From an optimization exercise on the open Yosys and OpenROAD flow, aimed at small area; shortcuts taken in it are not production practice.
RTL that was checked went through simulation tests only; none was proved equivalent to the original.
Only the layout flow was run in runs 1 and 2; the RTL was not checked for function there.
Power figures rest on the tool's default switching activity, not on a simulated workload.

--- flow/constraint.sdc ---
create_clock -name core_clock -period 5.0 [get_ports {clk}]
set_input_delay 1.0000 -clock core_clock [delete_from_list [all_inputs] [get_ports {clk}]]
set_output_delay 1.0000 -clock core_clock [all_outputs]
set_load 0.01 [all_outputs]
--- flow/design.v ---
`default_nettype none
package timetag_pkg;
	typedef enum logic [7:0] {
		DET_ENABLE   = 8'h01,
		SEQ_RUN      = 8'h02,
		SEQ_INIT     = 8'h03,
		SEQ_TIMING_0 = 8'h10,
		SEQ_TIMING_1 = 8'h11,
		SEQ_TIMING_2 = 8'h12,
		SEQ_TIMING_3 = 8'h13
	} reg_addr_e;
	typedef enum logic {
		REC_PHOTON = 1'b0,
		REC_LASER  = 1'b1
	} rec_kind_e;
	typedef struct packed {
		logic [31-4:0] reserved;
		logic [4-1:0]  mask;
	} reg_mask_t;
	typedef struct packed {
		logic [15:0] high_count;
		logic [15:0] low_count;
	} reg_timing_t;
	typedef union packed {
		reg_mask_t   mask_view;
		reg_timing_t timing_view;
	} reg_value_u;
endpackage
`default_nettype wire
`timescale 1ns/1ps
`default_nettype none
module cmd_parser (
	input  wire                     clk,
	input  wire                     rst,
	input  wire [7:0]               cmd_data,
	input  wire                     cmd_wr,
	output logic                    reg_wr,
	output logic [2:0]              reg_code,
	output logic [31:0]             reg_value
);
	localparam logic [7:0] MAX_LEN = 8'd5;
	localparam logic [2:0] ST_HUNT  = 3'd0;
	localparam logic [2:0] ST_LEN   = 3'd1;
	localparam logic [2:0] ST_ADDR  = 3'd2;
	localparam logic [2:0] ST_VALUE = 3'd3;
	localparam logic [2:0] ST_SKIP  = 3'd4;
	logic [2:0]  state;
	logic [7:0]  remain;
	logic [1:0]  byte_idx;
	logic        last_byte;
	logic        in_addr;
	logic        in_value;
	logic [7:0]  vbyte;
	logic [2:0]  code;
	assign last_byte = (remain == 8'd1);
	assign in_addr  = cmd_wr & (state == ST_ADDR);
	assign in_value = cmd_wr & (state == ST_VALUE);
	assign code = (cmd_data[7:5] == 3'd0 && cmd_data[3:2] == 2'd0) ? {cmd_data[4], cmd_data[1:0]} : 3'd0;
	always_ff @(posedge clk) begin
		if (rst) begin
			state <= ST_HUNT;
			reg_wr <= 1'b0;
		end else begin
			reg_wr <= (in_addr | in_value) & last_byte;
			if (cmd_wr) begin
				case (state)
					ST_HUNT: begin
						if (cmd_data == 8'hAA)
							state <= ST_LEN;
					end
					ST_LEN: begin
						if (cmd_data == 8'd0)
							state <= ST_HUNT;
						else if (cmd_data > MAX_LEN)
							state <= ST_SKIP;
						else
							state <= ST_ADDR;
					end
					ST_ADDR: state <= last_byte ? ST_HUNT : ST_VALUE;
					ST_VALUE, ST_SKIP: begin
						if (last_byte)
							state <= ST_HUNT;
					end
					default: state <= ST_HUNT;
				endcase
			end
		end
	end
	always_ff @(posedge clk) begin
		if (cmd_wr) begin
			if (state == ST_LEN)
				remain <= cmd_data;
			else
				remain <= remain - 8'd1;
		end
		if (in_addr)
			byte_idx <= 2'd0;
		else if (in_value)
			byte_idx <= byte_idx + 2'd1;
	end
	assign vbyte = in_addr ? 8'd0 : cmd_data;
	always_ff @(posedge clk) begin
		if (in_addr)
			reg_code <= code;
		for (int k = 0; k < 4; k++)
			if (in_addr | (in_value & (byte_idx == 2'(k))))
				reg_value[8*k +: 8] <= vbyte;
	end
endmodule
`default_nettype wire
`timescale 1ns/1ps
`default_nettype none
module photon_tagger (
	input  wire                          clk,
	input  wire                          rst,
	input  wire [4-1:0]       detectors,
	input  wire                          wr_det,
	input  wire [4-1:0]       wr_mask,
	output logic                         hit,
	output logic [4-1:0]      hit_mask
);
	logic [4-1:0] det_en;
	logic [4-1:0] sync_a;
	logic [4-1:0] sync_b;
	logic [4-1:0] det_prev;
	logic [4-1:0] tag;
	logic [2:0]              dead [4];
	always_ff @(posedge clk) begin
		if (rst)
			det_en <= '0;
		else if (wr_det)
			det_en <= wr_mask;
	end
	always_ff @(posedge clk) begin
		if (rst) begin
			sync_a <= '0;
			sync_b <= '0;
			det_prev <= '0;
		end else begin
			sync_a <= detectors;
			sync_b <= sync_a;
			det_prev <= sync_b;
		end
	end
	always_comb begin
		for (int i = 0; i < 4; i++) begin
			tag[i] = det_en[i] & sync_b[i] & ~det_prev[i] & (dead[i] == 3'd0);
			hit_mask[i] = (dead[i] == 3'd7);
		end
	end
	assign hit = |hit_mask;
	always_ff @(posedge clk) begin
		for (int i = 0; i < 4; i++) begin
			dead[i][0] <= ~rst & (tag[i] | (~dead[i][0] & (dead[i][1] | dead[i][2])));
			dead[i][1] <= ~rst & (tag[i] | (dead[i][1] ^ ~dead[i][0]) & (dead[i][0] | dead[i][2]));
			dead[i][2] <= ~rst & (tag[i] | (dead[i][2] & (dead[i][1] | dead[i][0])));
		end
	end
endmodule
`default_nettype wire
`timescale 1ns/1ps
`default_nettype none
module pulse_seq (
	input  wire                          clk,
	input  wire                          rst,
	input  wire                          wr_run,
	input  wire                          wr_init,
	input  wire [4-1:0]       wr_timing,
	input  wire [31:0]                   reg_value,
	output logic [4-1:0]      laser_en,
	output logic                         toggle
);
	logic [4-1:0] run_mask;
	logic [4-1:0] run_next;
	logic [4-1:0] init_mask;
	logic [4-1:0] active;
	logic [4-1:0] flip;
	logic [4-1:0] load;
	logic [4-1:0] lvl;
	logic [31:0]             wvalue;
	logic [31:0]             timing [4];
	assign run_next = wr_run ? reg_value[4-1:0] : run_mask;
	assign wvalue = rst ? 32'd0 : reg_value;
	always_ff @(posedge clk) begin
		if (rst) begin
			run_mask <= '0;
			init_mask <= '0;
		end else begin
			run_mask <= run_next;
			if (wr_init)
				init_mask <= reg_value[4-1:0];
		end
		for (int i = 0; i < 4; i++)
			if (rst | wr_timing[i])
				timing[i] <= wvalue;
	end
	logic [15:0] ncnt [4];
	logic [15:0] ninc [4];
	logic [4-1:0] s_hi;
	logic [4-1:0] s_lo;
	always_comb begin
		for (int i = 0; i < 4; i++) begin
			active[i] = run_next[i] & run_mask[i];
			flip[i] = active[i] & (ncnt[i] == 16'hFFFE);
			load[i] = ~active[i] | flip[i];
			lvl[i] = active[i] ? ~laser_en[i] : init_mask[i];
			s_hi[i] = load[i] & lvl[i];
			s_lo[i] = load[i] & ~lvl[i];
			ninc[i] = ncnt[i] + 16'd1;
		end
	end
	always_ff @(posedge clk) begin
		if (rst) begin
			laser_en <= '0;
			toggle <= 1'b0;
		end else begin
			toggle <= |flip;
			for (int i = 0; i < 4; i++)
				if (load[i])
					laser_en[i] <= lvl[i];
		end
		for (int i = 0; i < 4; i++)
			ncnt[i] <= ~(({16{s_hi[i]}} & timing[i][31:16]) |
			             ({16{s_lo[i]}} & timing[i][15:0]) |
			             ({16{~load[i]}} & ~ninc[i]));
	end
endmodule
`default_nettype wire
`timescale 1ns/1ps
`default_nettype none
module record_merger (
	input  wire                    clk,
	input  wire                    rst,
	input  wire                    hit,
	input  wire [4-1:0] hit_mask,
	input  wire                    toggle,
	input  wire [4-1:0] laser_en,
	output logic                   rec_valid,
	output logic [31:0]            rec_data
);
	logic [26-1:0] stamp;
	logic [26-1:0] ts;
	logic                    park_valid;
	logic                    park_take;
	logic [4-1:0] park_mask;
	logic [2:0]              park_low;
	logic                    out_kind;
	logic [2:0]              out_low;
	logic [4-1:0] out_mask;
	logic                    borrow;
	logic [26-1:0] out_stamp;
	assign ts = stamp + 1'b1;
	assign park_take = toggle & (hit | park_valid);
	always_ff @(posedge clk) begin
		if (rst) begin
			stamp <= '1;
			rec_valid <= 1'b0;
			park_valid <= 1'b0;
		end else begin
			stamp <= ts;
			rec_valid <= hit | toggle | park_valid;
			park_valid <= park_take | (park_valid & hit);
		end
	end
	always_ff @(posedge clk) begin
		if (park_take) begin
			park_mask <= laser_en;
			park_low <= ts[2:0];
		end
		out_kind <= ~hit;
		out_low <= (~hit & park_valid) ? park_low : ts[2:0];
		if (hit)
			out_mask <= hit_mask;
		else if (park_valid)
			out_mask <= park_mask;
		else
			out_mask <= laser_en;
	end
	assign borrow = (out_low > stamp[2:0]);
	assign out_stamp[2:0] = out_low;
	assign out_stamp[26-1:3] = stamp[26-1:3] - borrow;
	assign rec_data = {out_kind, out_mask, 1'b0, out_stamp};
endmodule
`default_nettype wire
`timescale 1ns/1ps
`default_nettype none
module timetag_top (
	input  wire                     clk,
	input  wire                     rst,
	input  wire [7:0]               cmd_data,
	input  wire                     cmd_wr,
	input  wire [4-1:0]  detectors,
	output logic [4-1:0] laser_en,
	output logic                    rec_valid,
	output logic [31:0]             rec_data
);
	logic                    reg_wr;
	logic [2:0]              reg_code;
	logic [31:0]             reg_value;
	logic                    wr_det;
	logic                    wr_run;
	logic                    wr_init;
	logic [4-1:0] wr_timing;
	logic                    hit;
	logic [4-1:0] hit_mask;
	logic                    toggle;
	cmd_parser u_parser (
		.clk       (clk),
		.rst       (rst),
		.cmd_data  (cmd_data),
		.cmd_wr    (cmd_wr),
		.reg_wr    (reg_wr),
		.reg_code  (reg_code),
		.reg_value (reg_value)
	);
	assign wr_det  = reg_wr & (reg_code == 3'd1);
	assign wr_run  = reg_wr & (reg_code == 3'd2);
	assign wr_init = reg_wr & (reg_code == 3'd3);
	always_comb
		for (int i = 0; i < 4; i++)
			wr_timing[i] = reg_wr & (reg_code == 3'(4 + i));
	photon_tagger u_tagger (
		.clk       (clk),
		.rst       (rst),
		.detectors (detectors),
		.wr_det    (wr_det),
		.wr_mask   (reg_value[4-1:0]),
		.hit       (hit),
		.hit_mask  (hit_mask)
	);
	pulse_seq u_seq (
		.clk       (clk),
		.rst       (rst),
		.wr_run    (wr_run),
		.wr_init   (wr_init),
		.wr_timing (wr_timing),
		.reg_value (reg_value),
		.laser_en  (laser_en),
		.toggle    (toggle)
	);
	record_merger u_merger (
		.clk       (clk),
		.rst       (rst),
		.hit       (hit),
		.hit_mask  (hit_mask),
		.toggle    (toggle),
		.laser_en  (laser_en),
		.rec_valid (rec_valid),
		.rec_data  (rec_data)
	);
endmodule
`default_nettype wire
--- flow/run.sh ---
#!/bin/bash
# synth_recipe.tcl (not shown) runs the flow's synth.tcl, then flattens the netlist and writes it again
# the make line also repeats each setting of config.mk as NAME=value (left out here)
make -C /OpenROAD-flow-scripts/flow DESIGN_CONFIG=/design/flow/config.mk WORK_HOME=/design/flow/orfs CLKGATE_MAP_FILE= SYNTH_SCRIPT=/design/flow/synth_recipe.tcl finish
--- flow/config.mk ---
export PLATFORM = sky130hd
export DESIGN_NAME = timetag_top
export DESIGN_NICKNAME = timetag_top
export VERILOG_FILES = /design/flow/design.v
export SDC_FILE = /design/flow/constraint.sdc
export NUM_CORES = 4
export LEC_CHECK = 0
export CAP_MARGIN = 20
export CORE_MARGIN = 2
export CORE_UTILIZATION = 40
export CTS_BUF_LIST = sky130_fd_sc_hd__clkbuf_4
export SLEW_MARGIN = 20
==> results of run 1 <==
[where the power goes]
| part | total (mW) | switching (mW) | internal (mW) |
|---|---|---|---|
| combinational | 0.762 | 0.390 | 0.371 |
| sequential | 3.13 | 0.166 | 2.96 |
| clock | 2.43 | 1.12 | 1.30 |
[critical path, delay by kind of cell, from the launching register on]
| family | cells | cell delay, ns |
|---|---|---|
| xor gates and xnor gates | 1 | 0.16 |
| and+or+nand+nor | 4 | 1.08 |
| buffers and inverters | 2 | 0.61 |
| AOI/OAI and AO/OA | 3 | 0.33 |
| DFF | 1 | 0.38 |
| adders and majority gates | 2 | 0.51 |
[synthesized netlist by cell type (all sizes together) (2+ instances only)]
| master | n | area, sq um |
|---|---|---|
| dfxtp | 147 | 2940 |
| nor4b | 2 | 17.5 |
| nand4 | 26 | 163 |
| a22oi | 3 | 22.5 |
| buf | 19 | 110 |
| and2 | 17 | 106 |
| mux2 | 42 | 473 |
| nand3 | 39 | 195 |
| nor3 | 32 | 170 |
| edfxtp | 178 | 5350 |
| o22a | 2 | 17.5 |
| a21oi | 53 | 265 |
| a211oi | 5 | 37.5 |
| or4 | 6 | 48.8 |
| o31ai | 3 | 22.5 |
| nor2 | 55 | 206 |
| nor2b | 55 | 344 |
| and4 | 9 | 81.3 |
| or2 | 6 | 37.5 |
| nand2b | 30 | 188 |
| nand2 | 91 | 342 |
| or3 | 7 | 53.8 |
| xor2 | 58 | 508 |
| a41o | 2 | 20.0 |
| nor3b | 3 | 22.5 |
| a221oi | 2 | 17.5 |
| or3b | 2 | 17.5 |
| o21bai | 5 | 37.5 |
| ha | 28 | 350 |
| inv | 47 | 176 |
| o21a | 5 | 37.5 |
| xnor2 | 45 | 394 |
| nor4 | 13 | 96.3 |
| mux2i | 63 | 642 |
| a31oi | 13 | 81.3 |
| a31o | 3 | 26.3 |
| o22ai | 16 | 100 |
| nor4bb | 5 | 50.1 |
| and3 | 10 | 62.6 |
| o21ai | 30 | 150 |
| a221o | 9 | 90.1 |
| o211ai | 3 | 22.5 |
| clkbuf | 39 | 148 |
[kinds of logic (layout without fill, tap and decap cells)]
family                   count (synthesis)  in the layout  synth area share
buffers and inverters                  106            271            0.0305
adder cells (fa/ha/maj)                 28             28            0.0244
multiplexers                           105            105            0.0776
XOR/XNOR                               103            103            0.0628
AO/OA/AOI/OAI                          165            165            0.0726
other                                    1              2          0.000261
AND/OR/NAND/NOR                        411            411             0.155
flip-flops                             325            325             0.577
[area by class of cell]
type / instances / area, sq um / share of cell area
Clock buffer: 136 / 1020 / 0.0620
Inverter: 48 / 180 / 0.0109
Sequential cell: 325 / 8290 / 0.503
Clock inverter: 29 / 164 / 0.00995
Tap cell: 461 / 577 / 0.0350
Timing Repair Buffer: 58 / 564 / 0.0343
Antenna cell: 1 / 2.50 / 0.000152
Multi-Input combinational cell: 813 / 5670 / 0.344
[sequential cells by signal, indices dropped and copies added (netlist names), 8 cells and up]
register,count
u_tagger.dead,12
u_seq.ncnt,64
u_merger.stamp,26
u_parser.reg_value,32
u_parser.remain,8
u_seq.timing,128
[through the flow]
stage | total power, mW | util | worst slack [ns] | instances
detailed placement | 3.95 | 0.430 | 0.778 | 1705
CTS | 6.40 | 0.463 | 0.122 | 1870
global route | 6.63 | 0.464 | 0.00114 | 1871
finish | 6.32 | 0.464 | 0.246 | 1871
floorplan | 3.66 | - | 1.59 | 1244
global placement | 3.94 | 0.430 | 0.872 | 1704
[routing by layer]
metal  routed length (um)  part of all wire  track usage  vias up
met3                 1510             0.046       0.0340       63
met2                14800              0.45        0.269      220
met1                15600              0.48        0.240     4624
met5                    0                 0            0        -
met4                  896             0.027       0.0693        0
li1                     -                 -            -     4718
[path summary, 6_finish.rpt]
| kind | depth (start not counted) | endpoint | start |
|---|---|---|---|
| setup / recovery | 12 | rec_data[24] | u_merger.stamp[1]$_SDFF_PP1_ |
| hold / removal | 1 | u_tagger.det_prev[1]$_SDFF_PP0_ | u_tagger.sync_b[1]$_SDFF_PP0_ |
| setup reg to reg | 5 | u_seq.ncnt[0][15]$_DFF_P_ | u_parser.reg_code[2]$_SDFFCE_PN0P_ |
| hold reg to reg | 1 | u_tagger.det_prev[1]$_SDFF_PP0_ | u_tagger.sync_b[1]$_SDFF_PP0_ |
==> run summary, run 1 <==
For the finished layout, the period the worst path requires is 4.75 ns. The width of the die is 194 um. Buffers placed on the I/O ports in this run total 50. The share of final-layout standard cells stronger than drive strength 1 came out at 0.160. For this run the aggregate overflow at the end of global routing stands at 0.

The register area share after synthesis is 0.577. The per-instance average area after synthesis is 11.6 sq um. Among all flip-flop cells after synthesis, the most frequent one is sky130_fd_sc_hd__edfxtp_1. The number of flops mapped to enable cells by yosys came out at 178. The final cell area excluding filler cells is 16500 sq um. The max-capacitance violation count is 0. TritonCTS created 89 clock buffers. The register-to-register path setup slack is 2.06 ns. The number of hold-slack violations in the final timing report is 0. The instance count of the mapped netlist is 1244. The largest driver fanout on the critical path came out at 5. The half-perimeter wire length of the detailed placement result came out at 21400 um. The setup total negative slack is 0 ns. Leaving out fill and tap cells, the most frequent cells in the layout are sky130_fd_sc_hd__edfxtp_1, sky130_fd_sc_hd__dfxtp_1, sky130_fd_sc_hd__clkbuf_4. The count of nets left with antenna violations once routing finished came out at 0. The max-slew violation total from the final report is 0. TritonCTS built the clock tree.

The static leakage power came out at 5.99 nW. The net count of the finished layout is 1378. The final cycle utilization of the critical path is 0.951. The die covers 37500 sq um. At the pin with the least slew margin, the transition time is 1.05 ns. The die outline height is 194 um. Dividing total power by cell area gives a power density of 384 nW/um^2. The number of placement rows came out at 69.

The critical setup path kind is reg -> out. The final estimated routing congestion in global placement is 0.794. The area inside the core boundary came out at 35500 sq um.

The starting density of the core is 0.405. The number of gates resized after CTS was 1. The register clock-pin slew on the reported worst setup and hold paths came out at 0.07 ns.

The first-pass iteration count of the detailed router is 5. The root buffer cell chosen for the clock tree is sky130_fd_sc_hd__clkbuf_4. The peak per-stage delay on the critical path is 0.55 ns.

In this run the tightest slew margin relative to its limit is 0.297. Clock latency on the worst-skew pair, taken at its later pin, is 0.74 ns. CTS saw 325 sinks. The area growth from synthesis to layout came out at 14.6%. The wire length of the first global-routing pass is 51200 um. The signal on the critical path passes through inv_1 -> ha_1 -> a21o_1 -> a21oi_1 -> a31oi_1 -> ha_2 -> nand2b_1 -> or3_4 -> or4_4 -> nor3_2 -> xor2_1 -> clkdlybuf4s50_1. The initial antenna violation count came out at 3. The worst setup path is launched from a flip-flop. The count of unresolved DRC violations after routing came out at 0. The yosys synthesis warning count came out at 9.

Dividing the detail-routed via count by the number of cells gives 5.14. The number of levels in the clock H-tree is 3. The count of endpoints failing setup in the final report is 0. STA puts the critical path data required time at 4.00 ns. The placement-stage cell area is 15300 sq um. The run finished with no timing, DRC or antenna violations. The number of nets handed over by synthesis was 1287. The fraction of registers with async set/reset came out at 0. The maximum clock frequency came out at 210 MHz. The via count of the first global-routing pass came out at 9441. The slowest stage of the critical path is the sky130_fd_sc_hd__clkdlybuf4s50_1 cell. In the final routed layout, each cell accounts on average for 17.5 um. The min-delay analysis places its worst path in the category reg -> reg. The longest clock path from root to sink contains 3 buffers. The quantity of hold-fixing buffers added after cts came out at 0. The count of filler cells inserted in the layout came out at 3301. The data arrival time of the critical path came out at 3.75 ns.

The library cell used most frequently in the layout, excluding fill and tap cells, is sky130_fd_sc_hd__edfxtp_1. The total wire length after detailed routing is 32700 um. The routed via count came out at 9625. The largest net degree at the start of global routing is 62. In this run the post-CTS setup repair buffer count came out at 0. The clock tree skew after final layout came out at 0.0740 ns. The maximum vdd drop is 316 uV. The worst setup path is captured at an output port. The boundary pin count is 52. The post-synth design cell area is 14400 sq um. For this run, the total global-route usage over all layers was measured as 0.174. The number of distinct library cells after synthesis came out at 70. Setup repair after global routing left no endpoint under its margin. The tightest hold path in the finished design has a slack of 0.447 ns. The flip-flop and latch count after synthesis came out at 325.

The number of violations reported at the end of detailed-routing iteration 0 came out at 555.
==> run 2, diff against run 1 <==
--- a/flow/config.mk
+++ b/flow/config.mk
@@ -10,3 +10,4 @@
 export CORE_UTILIZATION = 40
-export CTS_BUF_LIST = sky130_fd_sc_hd__clkbuf_4
+export CTS_CLUSTER_DIAMETER = 100
+export CTS_CLUSTER_SIZE = 24
 export SLEW_MARGIN = 20
==> run summary, run 2 <==
The number of violations reported at the end of detailed-routing iteration 0 came out at 615 (+11%). The data arrival time of the critical path is 3.61 ns (-0.14 ns). The transition time of the tightest slew-check pin came out at 0.988 ns (-0.0654 ns).

The flow ran to the end and the layout has no timing, DRC or antenna violations. The average via count per standard cell came out at 5.25 (+2.0%). The register with the most flip-flops in the final layout is u_seq.timing. The via count of the first global-routing pass came out at 8716 (-7.7%). The number of nets produced by synthesis was 1287 (unchanged).

The final antenna diode count came out at 0 (-1). The slack of the critical path came out at 0.393 ns (+0.147 ns). The maximum vdd drop is 213 uV (-33%).

The post-synth design cell area came out at 14400 sq um (unchanged). The instance count of the mapped netlist came out at 1244 (unchanged). The quantity of hold-fixing buffers added after cts came to 0 (unchanged). The number of buffers added by the clock tree synthesis step is 17 (-81%). The proportion of netlist area held by the largest area contributor is 0.372 (unchanged).

In the post-synthesis netlist, the cell with the most instances is sky130_fd_sc_hd__edfxtp_1. The antenna violation net count after detailed routing is 0 (unchanged). The required time at the worst-slack endpoint is 4.00 ns (about the same).

TritonCTS built the clock tree. The clock latency on the worst-skew pair is 0.51 ns (-0.23 ns). The final cycle utilization of the critical path came out at 0.921 (-0.0295).

The overflow left after global routing is 0 (unchanged). The number of cells in the design after placement is 1705 (unchanged). The CTS sink count came out at 325 (unchanged). The starting density of the core is 0.405 (unchanged). The routed wirelength normalized by instance count is 18.2 um (+4.3%). The boundary pin count is 52 (unchanged). The first-pass iteration count of the detailed router is 5 (unchanged). The number of flip-flops under the largest register name was 128 (unchanged). The routed via count came out at 9103 (-5.4%).

The commonest cells after synthesis are sky130_fd_sc_hd__edfxtp_1, sky130_fd_sc_hd__dfxtp_1, sky130_fd_sc_hd__nand2_1. For this run, the leading register cell type out of synthesis is sky130_fd_sc_hd__edfxtp_1. The path class of the tightest hold or removal check is reg -> reg. The pre-CTS setup slack is 0.778 ns (unchanged). The relative slew slack came out at 0.340 (+0.0435). The register area share after synthesis is 0.577 (unchanged). The critical setup path kind is reg -> out.

In the final layout, the registers with the most flip-flops are u_seq.timing x128, u_seq.ncnt x64, u_parser.reg_value x32. The max-slew violation total from the final report was 0 (unchanged). The register clock-pin slew on the reported worst setup and hold paths is 0.10 ns (+0.03 ns). The root buffer cell chosen for the clock tree is sky130_fd_sc_hd__clkbuf_16. The final net count is 1306 (-5.2%). The wire length of the first global-routing pass is 49500 um (-3.2%).

The area inside the core boundary is 35500 sq um (unchanged). The clock period minus final worst setup slack is 4.61 ns (-0.147 ns). The non-filler instance count after layout is 1734 (-7.3%).

The power density normalized to cell area is 342 nW/um^2 (-11%). The count of endpoints failing setup in the final report is 0 (unchanged). The number of buffers between clock root and the deepest sink was 3 (unchanged). The overall routing resource usage came to 0.166 (-0.00750). The largest net degree at the start of global routing came out at 62 (unchanged). The static leakage power came out at 5.51 nW (-8.1%). The width of the die was 194 um (unchanged). The floorplan die area is 37500 sq um (unchanged). The most common cell after layout, fill and taps aside is sky130_fd_sc_hd__edfxtp_1. The number of placement rows came to 69 (unchanged). The share of final-layout standard cells stronger than drive strength 1 is 0.0738 (-0.0858).

The nature of the critical path endpoint is an output port. The final estimated routing congestion in global placement is 0.794 (unchanged). The total routed wire length on the met1 layer came out at 15500 um (-0.43%).

STA classifies the critical path startpoint as a flip-flop. Routed signal wires occupy layers up through met4. The maximum clock frequency came to 217 MHz (+3.2%). The number of levels in the clock H-tree is 1 (-2). The number of port buffers is 50 (unchanged).

After synthesis, the cell types taking the most area are sky130_fd_sc_hd__edfxtp_1, sky130_fd_sc_hd__dfxtp_1, sky130_fd_sc_hd__mux2i_1. The yosys synthesis warning count is 9 (unchanged). The per-instance average area after synthesis is 11.6 sq um (unchanged). The max-capacitance violation count came out at 0 (unchanged). The total wire length after detailed routing is 31600 um (-3.3%). The post-CTS setup buffer count came out at 0 (unchanged). The number of distinct library cells after synthesis is 70 (unchanged). The fraction of registers with async set/reset came out at 0 (unchanged). The number of hold-slack violations in the final timing report was 0 (unchanged).

The area growth from synthesis to layout is 9.56%. Setup repair after global routing left no endpoint under its margin. The die outline height is 194 um (unchanged). The final standard cell utilization of the core came out at 0.444 (-0.0205).

The register-to-register path setup slack is 2.03 ns (-0.03 ns). The setup total negative slack is 0 ns (unchanged). The quantity of gates resized following cts is 0 (-1). The largest driver fanout on the critical path came out at 6 (+1).

The clock tree skew after final layout is 0.0133 ns (-0.0607 ns). The flip-flop and latch count after synthesis came to 325 (unchanged). The count of unresolved DRC violations after routing is 0 (unchanged). sky130_fd_sc_hd__edfxtp_1 takes more of the synthesized area than any other cell. The number of flops mapped to enable cells by yosys was 178 (unchanged).

The met3 wire length is 1180 um (-22%). The sum of met2 wire segment lengths after detailed routing was 14400 um (-2.2%). The top cell types in the final layout, fill and taps aside, are sky130_fd_sc_hd__edfxtp_1, sky130_fd_sc_hd__dfxtp_1, sky130_fd_sc_hd__nand2_1.

The initial antenna violation count came out at 2 (-1). The half-perimeter wire length of the detailed placement result was 21400 um (unchanged).
-- run 2: cell counts after synthesis --
Identical to the previous run, type by type.
-- run 2: path summary, 6_finish.rpt --
path                                            from                             to  cells after the start
hold reg to reg        u_tagger.sync_a[2]$_SDFF_PP0_  u_tagger.sync_b[2]$_SDFF_PP0_                      1
hold / removal         u_tagger.sync_a[2]$_SDFF_PP0_  u_tagger.sync_b[2]$_SDFF_PP0_                      1
setup reg to reg  u_parser.reg_code[2]$_SDFFCE_PN0P_      u_seq.ncnt[0][15]$_DFF_P_                      5
setup / recovery        u_merger.stamp[1]$_SDFF_PP1_                   rec_data[25]                     13
-- run 2: per-layer routing --
| metal | vias to the layer above | track usage |
|---|---|---|
| met2 | 139 | 0.266 |
| li1 | 4488 | - |
| met5 | - | 0 |
| met4 | 0 | 0.0345 |
| met3 | 29 | 0.0148 |
| met1 | 4447 | 0.247 |
-- run 2: worst max-delay path: stages (launching register included) --
cell                              delay (ns)
sky130_fd_sc_hd__dfxtp_1                0.39
sky130_fd_sc_hd__inv_1                  0.06
sky130_fd_sc_hd__ha_1                   0.29
sky130_fd_sc_hd__a21o_1                 0.10
sky130_fd_sc_hd__a21oi_1                0.05
sky130_fd_sc_hd__a31oi_1                0.17
sky130_fd_sc_hd__ha_1                   0.20
sky130_fd_sc_hd__ha_1                   0.21
sky130_fd_sc_hd__inv_1                  0.08
sky130_fd_sc_hd__nor3_2                 0.25
sky130_fd_sc_hd__nand2_1                0.23
sky130_fd_sc_hd__nor4_1                 0.34
sky130_fd_sc_hd__xor2_1                 0.18
sky130_fd_sc_hd__clkdlybuf4s50_1        0.55
-- run 2: area by class of cell --
class	instances	area (sq um)
Clock buffer	28	477
Multi-Input combinational cell	813	5650
Fill cell	3318	19700
Timing Repair Buffer	58	562
Tap cell	461	577
Sequential cell	325	8290
Inverter	48	180
Clock inverter	1	11.3
-- run 2: cells by family after synthesis --
family	after synthesis	synth area share
buffers and inverters	106	0.0305
and+or+nand+nor	411	0.155
adders and majority gates	28	0.0244
other	1	0.000261
DFF	325	0.577
muxes	105	0.0776
AOI/OAI and AO/OA	165	0.0726
xor gates and xnor gates	103	0.0628
-- run 2: stage by stage --
stage	power [mW]	hold slack [ns]	area (sq um)
final	5.39	0.449	15700
after floorplan	3.66	0.414	14400
after global routing	5.64	0.477	15700
after CTS	5.44	0.452	15700
after global placement	3.94	0.441	15200
after detailed placement	3.95	0.430	15300
-- run 2: where the power goes --
group	leakage [nW]	internal, mW	switching, mW
sequential	3.00	2.96	0.164
clock	0.235	0.666	0.839
combinational	2.28	0.372	0.389
==> run 3, diff against run 2 <==
--- a/flow/design.v
+++ b/flow/design.v
@@ -153,5 +153,8 @@
 		for (int i = 0; i < 4; i++) begin
-			dead[i][0] <= ~rst & (tag[i] | (~dead[i][0] & (dead[i][1] | dead[i][2])));
-			dead[i][1] <= ~rst & (tag[i] | (dead[i][1] ^ ~dead[i][0]) & (dead[i][0] | dead[i][2]));
-			dead[i][2] <= ~rst & (tag[i] | (dead[i][2] & (dead[i][1] | dead[i][0])));
+			if (rst)
+				dead[i] <= 3'd0;
+			else if (tag[i])
+				dead[i] <= 3'd7;
+			else if (dead[i] != 3'd0)
+				dead[i] <= dead[i] - 3'd1;
 		end
@@ -181,2 +184,3 @@
 	logic [31:0]             timing [4];
+	logic [15:0]             cnt [4];
 	assign run_next = wr_run ? reg_value[4-1:0] : run_mask;
@@ -196,6 +200,2 @@
 	end
-	logic [15:0] ncnt [4];
-	logic [15:0] ninc [4];
-	logic [4-1:0] s_hi;
-	logic [4-1:0] s_lo;
 	always_comb begin
@@ -203,8 +203,5 @@
 			active[i] = run_next[i] & run_mask[i];
-			flip[i] = active[i] & (ncnt[i] == 16'hFFFE);
+			flip[i] = active[i] & (cnt[i] == 16'd1);
 			load[i] = ~active[i] | flip[i];
 			lvl[i] = active[i] ? ~laser_en[i] : init_mask[i];
-			s_hi[i] = load[i] & lvl[i];
-			s_lo[i] = load[i] & ~lvl[i];
-			ninc[i] = ncnt[i] + 16'd1;
 		end
@@ -221,6 +218,8 @@
 		end
-		for (int i = 0; i < 4; i++)
-			ncnt[i] <= ~(({16{s_hi[i]}} & timing[i][31:16]) |
-			             ({16{s_lo[i]}} & timing[i][15:0]) |
-			             ({16{~load[i]}} & ~ninc[i]));
+		for (int i = 0; i < 4; i++) begin
+			if (load[i])
+				cnt[i] <= lvl[i] ? timing[i][31:16] : timing[i][15:0];
+			else
+				cnt[i] <= cnt[i] - 16'd1;
+		end
 	end
--- a/flow/config.mk
+++ b/flow/config.mk
@@ -10,4 +10,2 @@
 export CORE_UTILIZATION = 40
-export CTS_CLUSTER_DIAMETER = 100
-export CTS_CLUSTER_SIZE = 24
 export SLEW_MARGIN = 20
==> run summary, run 3 <==
The number of hold-slack violations in the final timing report came out at 0 (unchanged). The overall routing resource usage is 0.174 (+0.00744). The flow ran to the end and the layout has no timing, DRC or antenna violations. The met2 track demand over resource came out at 0.294 (+0.0286).

The transition time of the tightest slew-check pin came out at 1.16 ns (+0.168 ns). The data arrival time of the critical path was 3.81 ns (+0.20 ns). The number of buffers added by the clock tree synthesis step is 36 (+19).

The endpoint identified for the worst register-to-register timing path is u_seq.cnt[1][4]$_DFF_P_. The layer flagged by global routing as most heavily used is met2. The largest driver fanout on the critical path is 6 (unchanged).

The initial antenna violation count was 0 (-2). The max-slew violation total from the final report is 0 (unchanged). The antenna violation net count after detailed routing came to 0 (unchanged). The clock tree skew after final layout came to 0.0216 ns (+0.00828 ns). Leaving out fill and tap cells, the most frequent cell in the layout is sky130_fd_sc_hd__edfxtp_1. The area growth from synthesis to layout is 13.5%. The share of final-layout standard cells stronger than drive strength 1 came out at 0.0747 (+0.000819). The clock latency on the worst-skew pair is 0.53 ns (+0.02 ns). The static leakage power came to 5.72 nW (+3.9%). The final antenna diode count came out at 0 (unchanged). The largest net degree at the start of global routing is 79 (+27%).

The depth of the worst register-to-register path is 5 (unchanged). The fraction of registers with async set/reset came out at 0 (unchanged). Yosys attributes the largest share of cell area to sky130_fd_sc_hd__edfxtp_1, sky130_fd_sc_hd__dfxtp_1, sky130_fd_sc_hd__mux2i_1.

The relative slew slack is 0.228 (-0.112). The biggest area contributor in the post-synthesis netlist is sky130_fd_sc_hd__edfxtp_1. The worst hold path begins at u_tagger.sync_a[3]$_SDFF_PP0_. Setup repair after global routing left no endpoint under its margin. The most critical setup path has its startpoint at u_merger.stamp[1]$_SDFF_PP1_.

The instance count of the mapped netlist came out at 1266 (+1.8%). The worst setup path is launched from a flip-flop. The register area share after synthesis came out at 0.578 (+0.000804).

Sorting the synthesized cells by how often they occur yields sky130_fd_sc_hd__edfxtp_1, sky130_fd_sc_hd__dfxtp_1, sky130_fd_sc_hd__nand2_1. The routed wirelength normalized by instance count came out at 18.4 um (+0.86%). The proportion of netlist area held by the largest area contributor came out at 0.372 (+0.000519). The number of nets produced by synthesis is 1313 (+2.0%).

The maximum clock frequency is 208 MHz (-4.2%). The number of buffers between clock root and the deepest sink is 3 (unchanged). The number of flops mapped to enable cells by yosys came out at 178 (unchanged). The yosys synthesis warning count was 8 (-1). The number of distinct library cells after synthesis is 71 (+1.4%). The final net count is 1345 (+3.0%). The width of the die is 193 um (about the same).

The start of the worst register-to-register path is u_parser.reg_code[2]$_SDFFCE_PN0P_. The setup total negative slack is 0 ns (unchanged). The largest registers in the layout are u_seq.timing x128, u_seq.cnt x64, u_parser.reg_value x32. The slack of the critical path came out at 0.193 ns (-0.200 ns). The half-perimeter wire length of the detailed placement result is 21000 um (-2.1%). The number of levels in the clock H-tree came to 2 (+1).

The met3 layer usage reported by global route came out at 0.0256 (+0.0108). The average via count per standard cell came out at 5.34 (+1.8%). In this run the clock root is driven by a sky130_fd_sc_hd__clkbuf_16. The final estimated routing congestion in global placement was 0.807 (+1.7%). The register with the most flip-flops in the final layout is u_seq.timing. The register clock-pin slew on the reported worst setup and hold paths came out at 0.06 ns (-0.04 ns). The CTS sink count came to 325 (unchanged). The routed via count is 9548 (+4.9%). The number of placement rows came out at 69 (unchanged). The pre-CTS setup slack is 0.663 ns (-0.115 ns). The global routing usage on met1 came out at 0.232 (-0.0153). The flip-flop and latch count after synthesis came out at 325 (unchanged). The number of violations reported at the end of detailed-routing iteration 0 came out at 568 (-7.6%). In the synthesized netlist the dominant register cell turns out to be sky130_fd_sc_hd__edfxtp_1. The area inside the core boundary is 35500 sq um (unchanged). The post-synth design cell area is 14400 sq um (-0.14%).

In the layout the commonest cells are sky130_fd_sc_hd__edfxtp_1, sky130_fd_sc_hd__dfxtp_1, sky130_fd_sc_hd__nand2_1. The clock period minus final worst setup slack is 4.81 ns (+0.200 ns). The overflow left after global routing is 0 (unchanged).

The final cycle utilization of the critical path came to 0.961 (+0.0400). The per-instance average area after synthesis is 11.3 sq um (-1.9%). For hold timing, the worst endpoint is u_tagger.sync_b[3]$_SDFF_PP0_.

The worst setup path is captured at an output port. The count of endpoints failing setup in the final report is 0 (unchanged). The count of unresolved DRC violations after routing was 0 (unchanged). TritonCTS built the clock tree. The number of port buffers is 50 (unchanged). The required time at the worst-slack endpoint is 4.00 ns (about the same). The path class of the tightest hold or removal check is reg -> reg. The power density normalized to cell area came to 404 nW/um^2 (+18%). The wire length of the first global-routing pass is 51700 um (+4.4%). In the post-synthesis netlist, the cell with the most instances is sky130_fd_sc_hd__edfxtp_1. The die outline height is 193 um (about the same). The via count of the first global-routing pass is 9284 (+6.5%). The number of flip-flops under the largest register name is 128 (unchanged). The number of instances on the worst hold path is 1 (unchanged). The register-to-register path setup slack came out at 1.88 ns (-0.15 ns).

The maximum vdd drop is 231 uV (+8.4%). The total wire length after detailed routing is 32900 um (+3.9%). The first-pass iteration count of the detailed router came out at 4 (-1). The floorplan die area came to 37400 sq um (-0.13%). The max-capacitance violation count came out at 0 (unchanged). The boundary pin count came out at 52 (unchanged). The critical setup path kind is reg -> out.

The starting density of the core was 0.404 (-0.000564).
==> run 3: changes by cell type after synthesis, moves of 15 or more <==
| cell | change |
|---|---|
| sky130_fd_sc_hd__a21oi_1 | +27 |
| sky130_fd_sc_hd__a221oi_1 | +15 |
| sky130_fd_sc_hd__a22oi_1 | +41 |
| sky130_fd_sc_hd__mux2_2 | -38 |
| sky130_fd_sc_hd__nand2_1 | +18 |
| sky130_fd_sc_hd__nand2b_1 | -15 |
| sky130_fd_sc_hd__nand3_1 | -21 |
| sky130_fd_sc_hd__nor2_1 | +22 |
==> run 3: what timing repair did <==
action	in CTS	in global routing
resized for setup	0	6
hold buffers	0	0
endpoints found under the setup margin	0	4
buffers inserted	0	2
==> run 3: metal layers <==
metal  vias up  routed length, um
li1       4658                  -
met1      4696              15100
met2       154              15900
met3        40               1130
met4         0                702
met5         -                  0
==> run 3: metrics by stage <==
stage,hold WS (ns),power (mW),instances,cell area (sq um),util
3_5_place_dp,0.426,4.18,1719,15200,0.427
4_1_cts,0.439,6.63,1785,16200,0.458
2_1_floorplan,0.414,3.87,1266,14400,-
3_3_place_gp,0.424,4.16,1719,15200,0.427
5_1_grt,0.471,6.90,1787,16300,0.459
6_report,0.436,6.58,1787,16300,0.459
==> run 3: cell type report <==
class	instances	area, sq um
clock buffer	54	990
clock inverter	12	92.6
fill	3223	19200
inverter	38	143
multi-input combinational	834	5600
sequential	325	8290
tap	461	577
timing repair buffer	63	598
==> run 3: worst max-delay path by stage <==
stage | endpoint | slack, ns | cells past startpoint
floorplan | rec_data[15] | 1.37 | 11
global placement | rec_data[15] | 0.69 | 12
detailed placement | rec_data[15] | 0.66 | 12
CTS | rec_data[15] | 0.06 | 12
global route | rec_data[25] | 0.001 | 12
finish | rec_data[23] | 0.19 | 12
==> run 3: power by group <==
| group | internal (mW) | switching [mW] | total [mW] |
|---|---|---|---|
| combinational | 0.437 | 0.486 | 0.923 |
| clock | 1.39 | 1.06 | 2.45 |
| sequential | 3.01 | 0.201 | 3.21 |
| total | 4.83 | 1.75 | 6.58 |
==> run 3: critical path: stages, from the launching register on <==
cell and delay [ns]:
sky130_fd_sc_hd__dfxtp_1 0.38, sky130_fd_sc_hd__inv_1 0.06, sky130_fd_sc_hd__ha_1 0.29, sky130_fd_sc_hd__a21o_1 0.12, sky130_fd_sc_hd__a21oi_1 0.07, sky130_fd_sc_hd__a31oi_1 0.22, sky130_fd_sc_hd__ha_1 0.22, sky130_fd_sc_hd__or3b_4 0.41
sky130_fd_sc_hd__nor4_4 0.32, sky130_fd_sc_hd__nand2_2 0.20, sky130_fd_sc_hd__nor4_2 0.28, sky130_fd_sc_hd__xor2_1 0.17, sky130_fd_sc_hd__clkdlybuf4s50_1 0.55
==> run 3: cell families (layout without fill, tap and decap cells) <==
kind of cell             after synthesis  after routing  synth area share
other                                  1              1          0.000261
adder cells (fa/ha/maj)               32             32            0.0279
buffers and inverters                107            167            0.0344
AND/OR/NAND/NOR                      420            420             0.158
flip-flops                           325            325             0.578
AO/OA/AOI/OAI                        231            231             0.104
multiplexers                          59             59            0.0418
XOR/XNOR                              91             91            0.0555
==> run 4, diff against run 3 <==
--- a/flow/design.v
+++ b/flow/design.v
@@ -134,11 +134,5 @@
 	always_ff @(posedge clk) begin
-		if (rst) begin
-			sync_a <= '0;
-			sync_b <= '0;
-			det_prev <= '0;
-		end else begin
-			sync_a <= detectors;
-			sync_b <= sync_a;
-			det_prev <= sync_b;
-		end
+		sync_a <= detectors;
+		sync_b <= sync_a;
+		det_prev <= sync_b;
 	end
@@ -153,8 +147,5 @@
 		for (int i = 0; i < 4; i++) begin
-			if (rst)
-				dead[i] <= 3'd0;
-			else if (tag[i])
-				dead[i] <= 3'd7;
-			else if (dead[i] != 3'd0)
-				dead[i] <= dead[i] - 3'd1;
+			dead[i][0] <= ~rst & (tag[i] | (~dead[i][0] & (dead[i][1] | dead[i][2])));
+			dead[i][1] <= ~rst & (tag[i] | (dead[i][1] ^ ~dead[i][0]) & (dead[i][0] | dead[i][2]));
+			dead[i][2] <= ~rst & (tag[i] | (dead[i][2] & (dead[i][1] | dead[i][0])));
 		end
@@ -184,3 +175,2 @@
 	logic [31:0]             timing [4];
-	logic [15:0]             cnt [4];
 	assign run_next = wr_run ? reg_value[4-1:0] : run_mask;
@@ -200,2 +190,6 @@
 	end
+	logic [15:0] ncnt [4];
+	logic [15:0] ninc [4];
+	logic [4-1:0] s_hi;
+	logic [4-1:0] s_lo;
 	always_comb begin
@@ -203,5 +197,8 @@
 			active[i] = run_next[i] & run_mask[i];
-			flip[i] = active[i] & (cnt[i] == 16'd1);
+			flip[i] = active[i] & (ncnt[i] == 16'hFFFE);
 			load[i] = ~active[i] | flip[i];
 			lvl[i] = active[i] ? ~laser_en[i] : init_mask[i];
+			s_hi[i] = load[i] & lvl[i];
+			s_lo[i] = load[i] & ~lvl[i];
+			ninc[i] = ncnt[i] + 16'd1;
 		end
@@ -218,8 +215,6 @@
 		end
-		for (int i = 0; i < 4; i++) begin
-			if (load[i])
-				cnt[i] <= lvl[i] ? timing[i][31:16] : timing[i][15:0];
-			else
-				cnt[i] <= cnt[i] - 16'd1;
-		end
+		for (int i = 0; i < 4; i++)
+			ncnt[i] <= ~(({16{s_hi[i]}} & timing[i][31:16]) |
+			             ({16{s_lo[i]}} & timing[i][15:0]) |
+			             ({16{~load[i]}} & ~ninc[i]));
 	end
@@ -250,3 +245,12 @@
 	logic [26-1:0] out_stamp;
-	assign ts = stamp + 1'b1;
+	logic [26:0]   icy;
+	logic [26-3:0] bcy;
+	logic [26-4:0] out_hi;
+	always_comb begin
+		icy[0] = 1'b1;
+		for (int b = 0; b < 26; b++) begin
+			ts[b] = stamp[b] ^ icy[b];
+			icy[b+1] = icy[b] & stamp[b];
+		end
+	end
 	assign park_take = toggle & (hit | park_valid);
@@ -278,4 +282,25 @@
 	assign borrow = (out_low > stamp[2:0]);
-	assign out_stamp[2:0] = out_low;
-	assign out_stamp[26-1:3] = stamp[26-1:3] - borrow;
+	assign out_stamp = {out_hi, out_low};
+	localparam int HI = 26 - 3;
+	localparam int NG = (HI + 3) / 4;
+	logic [NG-1:0] gz;
+	logic [NG-1:0] gb;
+	always_comb begin
+		for (int g = 0; g < NG; g++) begin
+			gz[g] = 1'b1;
+			for (int b = 4 * g; b < 4 * g + 4 && b < HI; b++)
+				gz[g] = gz[g] & ~stamp[3 + b];
+		end
+		for (int g = 0; g < NG; g++) begin
+			gb[g] = 1'b1;
+			for (int h = 0; h < g; h++)
+				gb[g] = gb[g] & gz[h];
+		end
+		for (int b = 0; b < HI; b++) begin
+			bcy[b] = gb[b / 4];
+			for (int c = 4 * (b / 4); c < b; c++)
+				bcy[b] = bcy[b] & ~stamp[3 + c];
+			out_hi[b] = stamp[3 + b] ^ (borrow & bcy[b]);
+		end
+	end
 	assign rec_data = {out_kind, out_mask, 1'b0, out_stamp};
==> flow/flow/run.sh (new file) <==
#!/bin/bash
# Layout flow: the standard ORFS flow with an area-oriented ABC mapping
# script, a coarser clock tree and small port buffers. Every other step is
# the standard one.
set -euo pipefail
HERE=$PWD
FLOWDIR=$HERE/flow

# Synthesis script: the standard flow's, with the final ABC call using our script
{
	head -n 1 synth_recipe.tcl
	cat <<'TCL'
proc abc {args} {
  set i [lsearch -exact $args -script]
  if { $i >= 0 } { lset args [expr {$i + 1}] $::env(MY_ABC_SCRIPT) }
  yosys abc {*}$args
}
TCL
	tail -n +2 synth_recipe.tcl
} > my_synth.tcl
export MY_ABC_SCRIPT=$FLOWDIR/abc_area.script

MAKELINE=$(grep '^make ' standard.sh)
MAKELINE=${MAKELINE//SYNTH_SCRIPT=$HERE\/synth_recipe.tcl/SYNTH_SCRIPT=$HERE\/my_synth.tcl}
MAKELINE=${MAKELINE%\"\$\{@:-finish\}\"}
echo "$MAKELINE" > make_cmd.txt

EXTRA=()
if [[ -f $FLOWDIR/extra.sh ]]; then source $FLOWDIR/extra.sh; fi

eval "$MAKELINE" '"${EXTRA[@]}"' finish > make.log 2>&1

RES=$(sed -n 's/.*WORK_HOME=\([^ ]*\).*/\1/p' make_cmd.txt)/results/sky130hd/timetag_top/base
: # left out here: write the final layout as DEF
==> flow/flow/abc_area.script (new file) <==
strash
dch -f
amap
topo
stime -c
dnsize -c
==> flow/flow/extra.sh (new file) <==
EXTRA=(
	"ADDER_MAP_FILE="
	"CTS_ARGS=-sink_clustering_enable -repair_clock_nets -sink_clustering_size 24 -sink_clustering_max_diameter 100 -dont_use_dummy_load"
	"BUFFER_PORTS_ARGS=-buffer_cell sky130_fd_sc_hd__buf_1"
)
==> flow/standard.sh (new file) <==
#!/bin/bash
# synth_recipe.tcl (not shown) runs the flow's synth.tcl, then flattens the netlist and writes it again
# the make line also repeats each setting of config.mk as NAME=value (left out here)
make -C /OpenROAD-flow-scripts/flow DESIGN_CONFIG=/design/flow/config.mk WORK_HOME=/design/flow/orfs CLKGATE_MAP_FILE= SYNTH_SCRIPT=/design/flow/synth_recipe.tcl "${@:-finish}"
--- a/flow/config.mk
+++ b/flow/config.mk
@@ -9,3 +9,3 @@
 export CORE_MARGIN = 2
-export CORE_UTILIZATION = 40
+export CORE_UTILIZATION = 60
 export SLEW_MARGIN = 20
removed: flow/run.sh
==> run summary, run 4 <==
The sink of the worst hold path is u_tagger.sync_b[3]$_DFF_P_. The max-slew violation total from the final report came out at 0 (unchanged). The most used flip-flop cell after synthesis is sky130_fd_sc_hd__edfxtp_1. The per-instance average area after synthesis is 11.4 sq um (+0.35%). Relative to the synthesized area, the layout overhead comes to 9.42%. In the layout the commonest cells are sky130_fd_sc_hd__nor2_1, sky130_fd_sc_hd__edfxtp_1, sky130_fd_sc_hd__dfxtp_1. Leaving out fill and tap cells, the most frequent cell in the layout is sky130_fd_sc_hd__nor2_1. The flip-flop and latch count after synthesis is 325 (unchanged). The number of placement rows is 51 (-26%).

The critical path in this run is classified as reg -> out. The proportion of netlist area held by the largest area contributor came out at 0.441 (+0.0687). The largest registers in the layout are u_seq.timing x128, u_seq.ncnt x64, u_parser.reg_value x32. The register area share after synthesis is 0.684 (+0.107). The first-pass iteration count of the detailed router is 7 (+3). The post-synth design cell area is 12100 sq um (-16%). The antenna violation net count after detailed routing came out at 0 (unchanged). The half-perimeter wire length of the detailed placement result is 17500 um (-17%). Among all stages on the critical path, the largest delay is contributed by sky130_fd_sc_hd__dfxtp_1.

The number of flops mapped to enable cells by yosys is 178 (unchanged). The instance count of the mapped netlist is 1065 (-16%). The number of buffers added by the clock tree synthesis step is 17 (-53%). Setup repair after global routing left no endpoint under its margin.

The max-capacitance violation count came out at 0 (unchanged). The count of endpoints failing setup in the final report is 0 (unchanged). The reported net switching power is 1.05 mW (-40%). The run finished with no timing, DRC or antenna violations. The portion of total power attributed to combinational logic was 0.073 (-0.067).

The maximum clock frequency came to 224 MHz (+7.5%). The share of final-layout standard cells stronger than drive strength 1 came out at 0.0408 (-0.0339). The final cycle utilization of the critical path is 0.894 (-0.0671). The number of distinct library cells after synthesis is 42 (-41%). The TritonCTS clock tree is yes. The yosys synthesis warning count came to 9 (+1). The critical path goes through nor2b_1 -> o32ai_2 -> clkinv_1 -> nor2_2 -> clkinv_1 -> nor2_1 -> clkinv_1 -> nor2_1 -> clkinv_1 -> nor2_1 -> clkinv_1 -> nor2_1 -> clkinv_1 -> nor2_1 -> clkinv_1 -> nor2_1 -> nand2_1 -> nor2_1 -> a21o_1 -> buf_1. The clock tree skew after final layout is 0.0338 ns (+0.0121 ns). The worst hold margin is 0.333 ns (-0.102 ns). The number of flip-flops under the largest register name came out at 128 (unchanged). The worst hold path begins at u_tagger.sync_a[3]$_DFF_P_. The fraction of power spent switching nets is 0.223 (-0.0427). STA classifies the critical path startpoint as a flip-flop. The count of unresolved DRC violations after routing was 0 (unchanged).

The static leakage power is 4.67 nW (-18%). The relative slew slack came out at 0.404 (+0.176). The maximum vdd drop came to 244 uV (+5.9%). The nature of the critical path endpoint is an output port. The wire length of the first global-routing pass came out at 40800 um (-21%). The overall routing resource usage came out at 0.245 (+0.0716). The tightest min-delay check is of the reg -> reg type. The setup total negative slack came out at 0 ns (unchanged). The largest driver fanout on the critical path is 4 (-2).

The part of the total power dissipated in sequential elements came out at 0.637 (+0.149). By area the synthesized netlist is led by sky130_fd_sc_hd__edfxtp_1, sky130_fd_sc_hd__dfxtp_1, sky130_fd_sc_hd__nor2_1. The non-filler instance count after layout is 1419 (-21%).

The final net count is 1170 (-13%). The cell-internal power is 3.67 mW (-24%). The start of the worst register-to-register path is u_merger.stamp[0]$_SDFF_PP1_. sky130_fd_sc_hd__edfxtp_1 takes more of the synthesized area than any other cell. The root buffer cell is sky130_fd_sc_hd__clkbuf_16. The number of levels in the clock H-tree is 1 (-1). The CTS sink count came to 325 (unchanged). The sequential standard cell area is 8290 sq um (about the same). The die outline height is 146 um (-24%).

Ranked by flip-flop count, first place goes to u_seq.timing. The number of cells in the design after placement is 1400 (-19%). The most instantiated library cell after synthesis is sky130_fd_sc_hd__nor2_1. The number of nets produced by synthesis is 1080 (-18%). The multi-input gate area in the final layout is 3460 sq um (-38%). The transition time of the tightest slew-check pin came to 0.892 ns (-0.264 ns). The largest net degree at the start of global routing is 38 (-52%). The number of hold-slack violations in the final timing report came out at 0 (unchanged). The number of buffers between clock root and the deepest sink is 3 (unchanged). The required time at the worst-slack endpoint came to 4.00 ns (about the same). The clock latency on the worst-skew pair came out at 0.51 ns (-0.02 ns). The clock period minus final worst setup slack is 4.47 ns (-0.336 ns). The peak per-stage delay on the critical path came out at 0.34 ns (-0.21 ns).

The quantity of hold-fixing buffers added after cts came to 0 (unchanged). The register-to-register path setup slack is 0.93 ns (-0.95 ns). The endpoint of the most critical register-to-register path is u_merger.stamp[24]$_SDFF_PP1_.

The register clock-pin slew on the reported worst setup and hold paths is 0.09 ns (+0.03 ns). The starting density of the core is 0.616 (+0.212). The depth of the worst register-to-register path came out at 26 (+21).

The floorplan die area is 21300 sq um (-43%). The via count of the first global-routing pass was 7580 (-18%). The clock share of power is 0.290 (-0.082). The number of violations reported at the end of detailed-routing iteration 0 came to 722 (+27%). The data arrival time of the critical path is 3.47 ns (-0.34 ns). The overflow left after global routing is 0 (unchanged). The average via count per standard cell is 5.86 (+9.6%). The total wire length after detailed routing came out at 26100 um (-21%). The final estimated routing congestion in global placement is 0.830 (+2.8%). The area inside the core boundary came out at 19700 sq um (-45%). The power density normalized to cell area came out at 356 nW/um^2 (-12%). The number of port buffers is 50 (unchanged). The routed via count is 8311 (-13%). The boundary pin count came out at 52 (unchanged). The count of filler cells inserted in the layout is 1582 (-51%). Ranked by instance count, the synthesized netlist is headed by sky130_fd_sc_hd__nor2_1, sky130_fd_sc_hd__edfxtp_1, sky130_fd_sc_hd__dfxtp_1. The initial antenna violation count came out at 0 (unchanged). The routed wirelength normalized by instance count was 18.4 um (about the same). The number of instances on the worst hold path was 0 (-1).

The width of the die came out at 146 um (-24%). The fraction of registers with async set/reset was 0 (unchanged).
==> run 4: worst max path at each step <==
| stage | start | to | slack (ns) | depth (start not counted) |
|---|---|---|---|---|
| 2_1_floorplan | u_merger.out_low[1]$_DFF_P_ | rec_data[12] | 1.42 | 19 |
| 3_3_place_gp | u_merger.stamp[2]$_SDFF_PP1_ | rec_data[11] | 1.0 | 20 |
| 3_5_place_dp | u_merger.stamp[2]$_SDFF_PP1_ | rec_data[11] | 0.87 | 20 |
| 4_1_cts | u_merger.stamp[2]$_SDFF_PP1_ | rec_data[11] | 0.30 | 20 |
| 5_1_grt | u_merger.stamp[2]$_SDFF_PP1_ | rec_data[12] | 0.04 | 20 |
| 6_report | u_merger.stamp[2]$_SDFF_PP1_ | rec_data[11] | 0.53 | 20 |
==> run 4: layout make-up <==
class | count | area share
Antenna cell | 1 | 0.000189
Clock buffer | 17 | 0.0321
Tap cell | 265 | 0.0250
Sequential cell | 325 | 0.625
Inverter | 102 | 0.0289
Multi-Input combinational cell | 636 | 0.261
Timing Repair Buffer | 73 | 0.0273
==> run 4: routing by layer <==
layer / vias up / GRT usage / wire [um]
met5: - / 0 / 0
met1: 3930 / 0.342 / 11500
met2: 275 / 0.402 / 12200
met4: 0 / 0.0786 / 796
met3: 42 / 0.0369 / 1720
li1: 4064 / - / -
==> run 4: what timing repair did <==
| action | 4_1_cts | 5_1_grt |
|---|---|---|
| setup buffers | 0 | 1 |
| endpoints found under the setup margin | 0 | 4 |
| gates resized for setup | 0 | 2 |
==> run 4: power groups by stage <==
stage	registers [mW]	clock network, mW	logic [mW]
6_report	3.01	1.37	0.343
5_1_grt	3.02	1.49	0.389
4_1_cts	3.01	1.40	0.343
3_5_place_dp	3.07	0	0.341
3_3_place_gp	3.06	0	0.336
2_1_floorplan	3.05	0	0.233
==> run 4: cells by family after synthesis <==
kind of cell           after synthesis  synth area share
AO/OA/AOI/OAI                      244             0.137
XOR/XNOR                             1          0.000723
buffers and inverters              104            0.0328
flip-flops                         325             0.684
other                                1          0.000310
AND/OR/NAND/NOR                    390             0.145
==> run 4: stage by stage <==
step	utilization	power [mW]	worst slack [ns]	area [sq um]
after detailed placement	0.652	3.41	0.875	12800
after global placement	0.652	3.40	0.995	12800
after floorplan	-	3.29	1.42	12100
after CTS	0.673	4.75	0.296	13200
final	0.674	4.72	0.529	13300
after global routing	0.674	4.90	0.0373	13300
==> run 4: worst max-delay path: cells and delay by family, from the launching register on <==
kind	cells	cell delay, ns
buffers and inverters	8	0.86
AO/OA/AOI/OAI	2	0.44
flip-flops	1	0.34
AND/OR/NAND/NOR	10	1.33
==> run 5, diff against run 4 <==
==> flow/flow/abc_area.script (replaced) <==
strash
dc2
dch
amap -F 10 -A 10
topo
stime -c
dnsize -c
--- a/flow/config.mk
+++ b/flow/config.mk
@@ -7,5 +7,5 @@
 export LEC_CHECK = 0
-export CAP_MARGIN = 20
+export CAP_MARGIN = 0
 export CORE_MARGIN = 2
 export CORE_UTILIZATION = 60
-export SLEW_MARGIN = 20
+export SLEW_MARGIN = 0
==> run summary, run 5 <==
The register-to-register path setup slack was 1.31 ns (+0.38 ns). The routed via count is 7817 (-5.9%). The number of hold-slack violations in the final timing report came out at 0 (unchanged). The number of distinct library cells after synthesis is 38 (-9.5%).

The portion of total power attributed to combinational logic is 0.063 (-0.010). The register clock-pin slew on the reported worst setup and hold paths came out at 0.09 ns (about the same). The data arrival time of the critical path was 3.52 ns (+0.05 ns).

The instance count of the mapped netlist is 1024 (-3.8%). The cell-internal power came to 3.64 mW (-0.66%). The yosys synthesis warning count came out at 9 (unchanged). The transition time of the tightest slew-check pin came out at 1.09 ns (+0.199 ns). Relative to the synthesized area, the layout overhead comes to 9.14%. The post-synthesis compound-gate area fraction is 0.146 (+0.00946). The half-perimeter wire length of the detailed placement result is 16600 um (-5.2%).

The root buffer cell is sky130_fd_sc_hd__clkbuf_16. The number of port buffers came out at 50 (unchanged). The final antenna diode count came out at 0 (-1). The final net count came out at 1126 (-3.8%). The largest net degree at the start of global routing came out at 57 (+50%).

The largest area contributor in the netlist is sky130_fd_sc_hd__edfxtp_1. The number of nets produced by synthesis is 1039 (-3.8%). The post-synth design cell area is 12000 sq um (-1.0%). By area, the combinational part of the netlist is dominated by compound AO/OA/AOI/OAI gates. The startpoint identified for the worst register-to-register timing path is u_merger.stamp[2]$_SDFF_PP1_. The per-instance average area after synthesis is 11.7 sq um (+2.9%). The width of the die is 145 um (-0.50%). The part of the total power dissipated in sequential elements is 0.644 (+0.007).

The number of flip-flops under the largest register name is 128 (unchanged). The final estimated routing congestion in global placement came out at 0.812 (-2.1%). The relative slew slack is 0.265 (-0.139).

The antenna violation net count after detailed routing is 0 (unchanged). The CTS sink count is 325 (unchanged). The flow ran to the end and the layout has no timing, DRC or antenna violations. The via count of the first global-routing pass came out at 7151 (-5.7%). Counting instances in the post-synthesis netlist gives the leading cell types as sky130_fd_sc_hd__edfxtp_1, sky130_fd_sc_hd__dfxtp_1, sky130_fd_sc_hd__nor2_1. The area inside the core boundary came out at 19500 sq um (-0.65%). The proportion of netlist area held by the largest area contributor came to 0.446 (+0.00460). The fraction of power spent switching nets is 0.218 (-0.00521). In the layout the commonest cells are sky130_fd_sc_hd__edfxtp_1, sky130_fd_sc_hd__dfxtp_1, sky130_fd_sc_hd__clkinv_1. The required time at the worst-slack endpoint was 4.00 ns (about the same). The count of endpoints failing setup in the final report is 0 (unchanged). The clock period minus final worst setup slack is 4.52 ns (+0.0480 ns). The floorplan die area is 21100 sq um (-1.0%). In this run the worst setup path begins at u_merger.out_low[2]$_DFF_P_. The maximum vdd drop is 203 uV (-17%). The overflow left after global routing came out at 0 (unchanged).

The quantity of hold-fixing buffers added after cts came out at 0 (unchanged). The number of levels in the clock H-tree is 1 (unchanged). The count of unresolved DRC violations after routing came to 0 (unchanged). The first-pass iteration count of the detailed router came to 5 (-2). The average via count per standard cell came out at 5.69 (-2.9%). The max-capacitance violation count came out at 0 (unchanged). By area the synthesized netlist is led by sky130_fd_sc_hd__edfxtp_1, sky130_fd_sc_hd__dfxtp_1, sky130_fd_sc_hd__a222oi_1.

The share of final-layout standard cells stronger than drive strength 1 is 0.0388 (-0.00199). The kind of start point of the critical path is a flip-flop. The number of placement rows came to 51 (unchanged).

The area share of and/or/nand/nor cells after synthesis is 0.121 (-0.0238). The maximum clock frequency came out at 221 MHz (-1.1%). The post-synthesis share of cell area spent on full adders, half adders and majority gates was 0 (unchanged). The largest driver fanout on the critical path is 3 (-1). Leaving out fill and tap cells, the most frequent cell in the layout is sky130_fd_sc_hd__edfxtp_1. The worst setup path is captured at an output port. The starting density of the core is 0.614 (-0.00238). The clock tree skew after final layout is 0.0297 ns (-0.00406 ns). The flip-flop and latch count after synthesis is 325 (unchanged). The power density normalized to cell area came out at 356 nW/um^2 (about the same). The boundary pin count came out at 52 (unchanged). The commonest register cell after synthesis is sky130_fd_sc_hd__edfxtp_1. The wire length of the first global-routing pass came to 37100 um (-9.2%). The TritonCTS clock tree is yes. The total wire length after detailed routing is 23000 um (-12%). The fraction of registers with async set/reset came out at 0 (unchanged). The min-delay analysis places its worst path in the category reg -> reg. The post-synthesis mux area share is 0 (unchanged). The non-filler instance count after layout came out at 1374 (-3.2%). The register with the most flip-flops in the final layout is u_seq.timing. The number of violations reported at the end of detailed-routing iteration 0 is 725 (+0.42%).

The static leakage power is 4.60 nW (-1.5%). The count of filler cells inserted in the layout came out at 1535 (-3.0%). The post-synthesis xor/xnor area fraction came out at 0.000730 (+0.00000754).

The reported net switching power is 1.01 mW (-3.6%). The routed wirelength normalized by instance count is 16.8 um (-9.0%). The max-slew violation total from the final report is 0 (unchanged). The clock latency on the worst-skew pair came out at 0.50 ns (about the same). The initial antenna violation count is 0 (unchanged).

The die outline height came to 145 um (-0.50%). The worst hold path begins at u_tagger.sync_a[3]$_DFF_P_. The number of buffers added by the clock tree synthesis step came to 17 (unchanged). The overall routing resource usage is 0.219 (-0.0263). In the final layout, the registers with the most flip-flops are u_seq.timing x128, u_seq.ncnt x64, u_parser.reg_value x32. The critical path in this run is classified as reg -> out. The clock share of power came out at 0.293 (+0.003).

The number of cells in the design after placement is 1357 (-3.1%). Setup repair after global routing left no endpoint under its margin. The register area share after synthesis is 0.691 (+0.00714).

Yosys instantiated no cell more often than sky130_fd_sc_hd__edfxtp_1. The setup total negative slack is 0 ns (unchanged). The number of buffers between clock root and the deepest sink was 3 (unchanged). The number of flops mapped to enable cells by yosys came out at 178 (unchanged). The final cycle utilization of the critical path came to 0.904 (+0.00960).
run 5: cell count changes after synthesis, sizes merged, moves of 10 or more:
cell    before  now
a222oi      35   62
o21ai       77   97
nor2       182  127
or2         12    1
clkinv     102  124
a21oi       48   31
a22oi       13    3
a221oi      25    3
run 5: cells by family after synthesis:
family / count (synthesis)
AND/OR/NAND/NOR: 320
flip-flops: 325
buffers and inverters: 126
other: 1
XOR/XNOR: 1
AO/OA/AOI/OAI: 251
run 5: what timing repair did:
action	CTS	global route
resized for setup	0	5
setup buffers	0	0
endpoints found under the setup margin	0	2
run 5: cell type report:
| type | count | area [sq um] | share of cell area |
|---|---|---|---|
| clock buffers | 17 | 425 | 0.0325 |
| inverters | 124 | 465 | 0.0356 |
| multi-input cells | 573 | 3240 | 0.247 |
| well taps | 265 | 332 | 0.0253 |
| repair buffers | 70 | 339 | 0.0259 |
| flip-flops and latches | 325 | 8290 | 0.633 |
run 5: routing by layer:
layer	track usage	share of wire	wire, um
met1	0.324	0.47	10900
met2	0.352	0.46	10600
met3	0.0295	0.047	1070
met4	0.0495	0.016	379
met5	0	0	0
run 5: through the flow:
stage	hold WS, ns	cell area (sq um)	setup slack [ns]	power [mW]	utilization
2_1_floorplan	0.310	12000	1.28	3.25	-
3_3_place_gp	0.310	12600	0.958	3.34	0.648
3_5_place_dp	0.312	12600	0.826	3.35	0.648
4_1_cts	0.327	13100	0.276	4.70	0.669
5_1_grt	0.326	13100	0.00604	4.86	0.670
6_report	0.322	13100	0.481	4.66	0.670
run 5: power groups by stage:
stage                     Combinational [mW]  Clock, mW  Sequential [mW]
after CTS                              0.297       1.41             3.00
final                                  0.293       1.37             3.00
after floorplan                        0.205          0             3.04
after global placement                 0.291          0             3.05
after detailed placement               0.296          0             3.06
after global routing                   0.337       1.50             3.01
run 5: path summary, 6_finish.rpt:
check                                   to  cells after the start
max                           rec_data[14]                     22
min             u_tagger.sync_b[3]$_DFF_P_                      0
max reg2reg  u_merger.stamp[25]$_SDFF_PP1_                     25
min reg2reg     u_tagger.sync_b[3]$_DFF_P_                      0
run 5: critical path, stage by stage, from the launching register on:
cell	delay, ns
sky130_fd_sc_hd__dfxtp_1	0.35
sky130_fd_sc_hd__clkinv_1	0.08
sky130_fd_sc_hd__nand2_1	0.06
sky130_fd_sc_hd__o21ai_0	0.07
sky130_fd_sc_hd__o22a_1	0.19
sky130_fd_sc_hd__nor2_1	0.14
sky130_fd_sc_hd__clkinv_1	0.10
sky130_fd_sc_hd__nor2_1	0.13
sky130_fd_sc_hd__clkinv_1	0.13
sky130_fd_sc_hd__nor2_1	0.15
sky130_fd_sc_hd__clkinv_1	0.10
sky130_fd_sc_hd__nor2_1	0.13
sky130_fd_sc_hd__clkinv_1	0.12
sky130_fd_sc_hd__nor2_1	0.13
sky130_fd_sc_hd__nand2_1	0.09
sky130_fd_sc_hd__nor2_1	0.16
sky130_fd_sc_hd__nand2_1	0.11
sky130_fd_sc_hd__nor2_1	0.16
sky130_fd_sc_hd__nand2_1	0.10
sky130_fd_sc_hd__nor2_1	0.17
sky130_fd_sc_hd__nor2_1	0.06
sky130_fd_sc_hd__a21oi_1	0.12
sky130_fd_sc_hd__buf_1	0.17

-- port drivers added, routing unchanged --
The results above use ideal ports. As a check the final layouts listed here were re-extracted and re-timed, cells and wires unchanged. Step 1 assumes that a clkbuf_16 drives the clock port and a buf_2 every other input. Step 2 also shifts input and output timing later by t, the mid clock arrival at the registers, as if the neighbouring blocks saw the same clock. a / b / c = ideal / step 1 / step 2; a / b = the first two.
| run | t, ns | setup WS [ns] | latest minus earliest clock arrival (ns) | worst slew at a driven data input, ns | cell pins on the clock port's net |
|---|---|---|---|---|---|
| run 1 | 0.752 | 0.246 / 0.201 / 0.954 | 0.075 / 0.075 | 0.05 | 1 |
| run 2 | 0.546 | 0.393 / 0.345 / 0.891 | 0.016 / 0.016 | 0.05 | 1 |
| run 3 | 0.576 | 0.193 / 0.139 / 0.715 | 0.022 / 0.022 | 0.03 | 1 |
| run 4 | 0.538 | 0.529 / 0.481 / 0.934 | 0.038 / 0.038 | 0.03 | 1 |
| run 5 | 0.528 | 0.481 / 0.435 / 0.963 | 0.032 / 0.032 | 0.03 | 1 |
After both steps setup and hold are still met in every run listed.
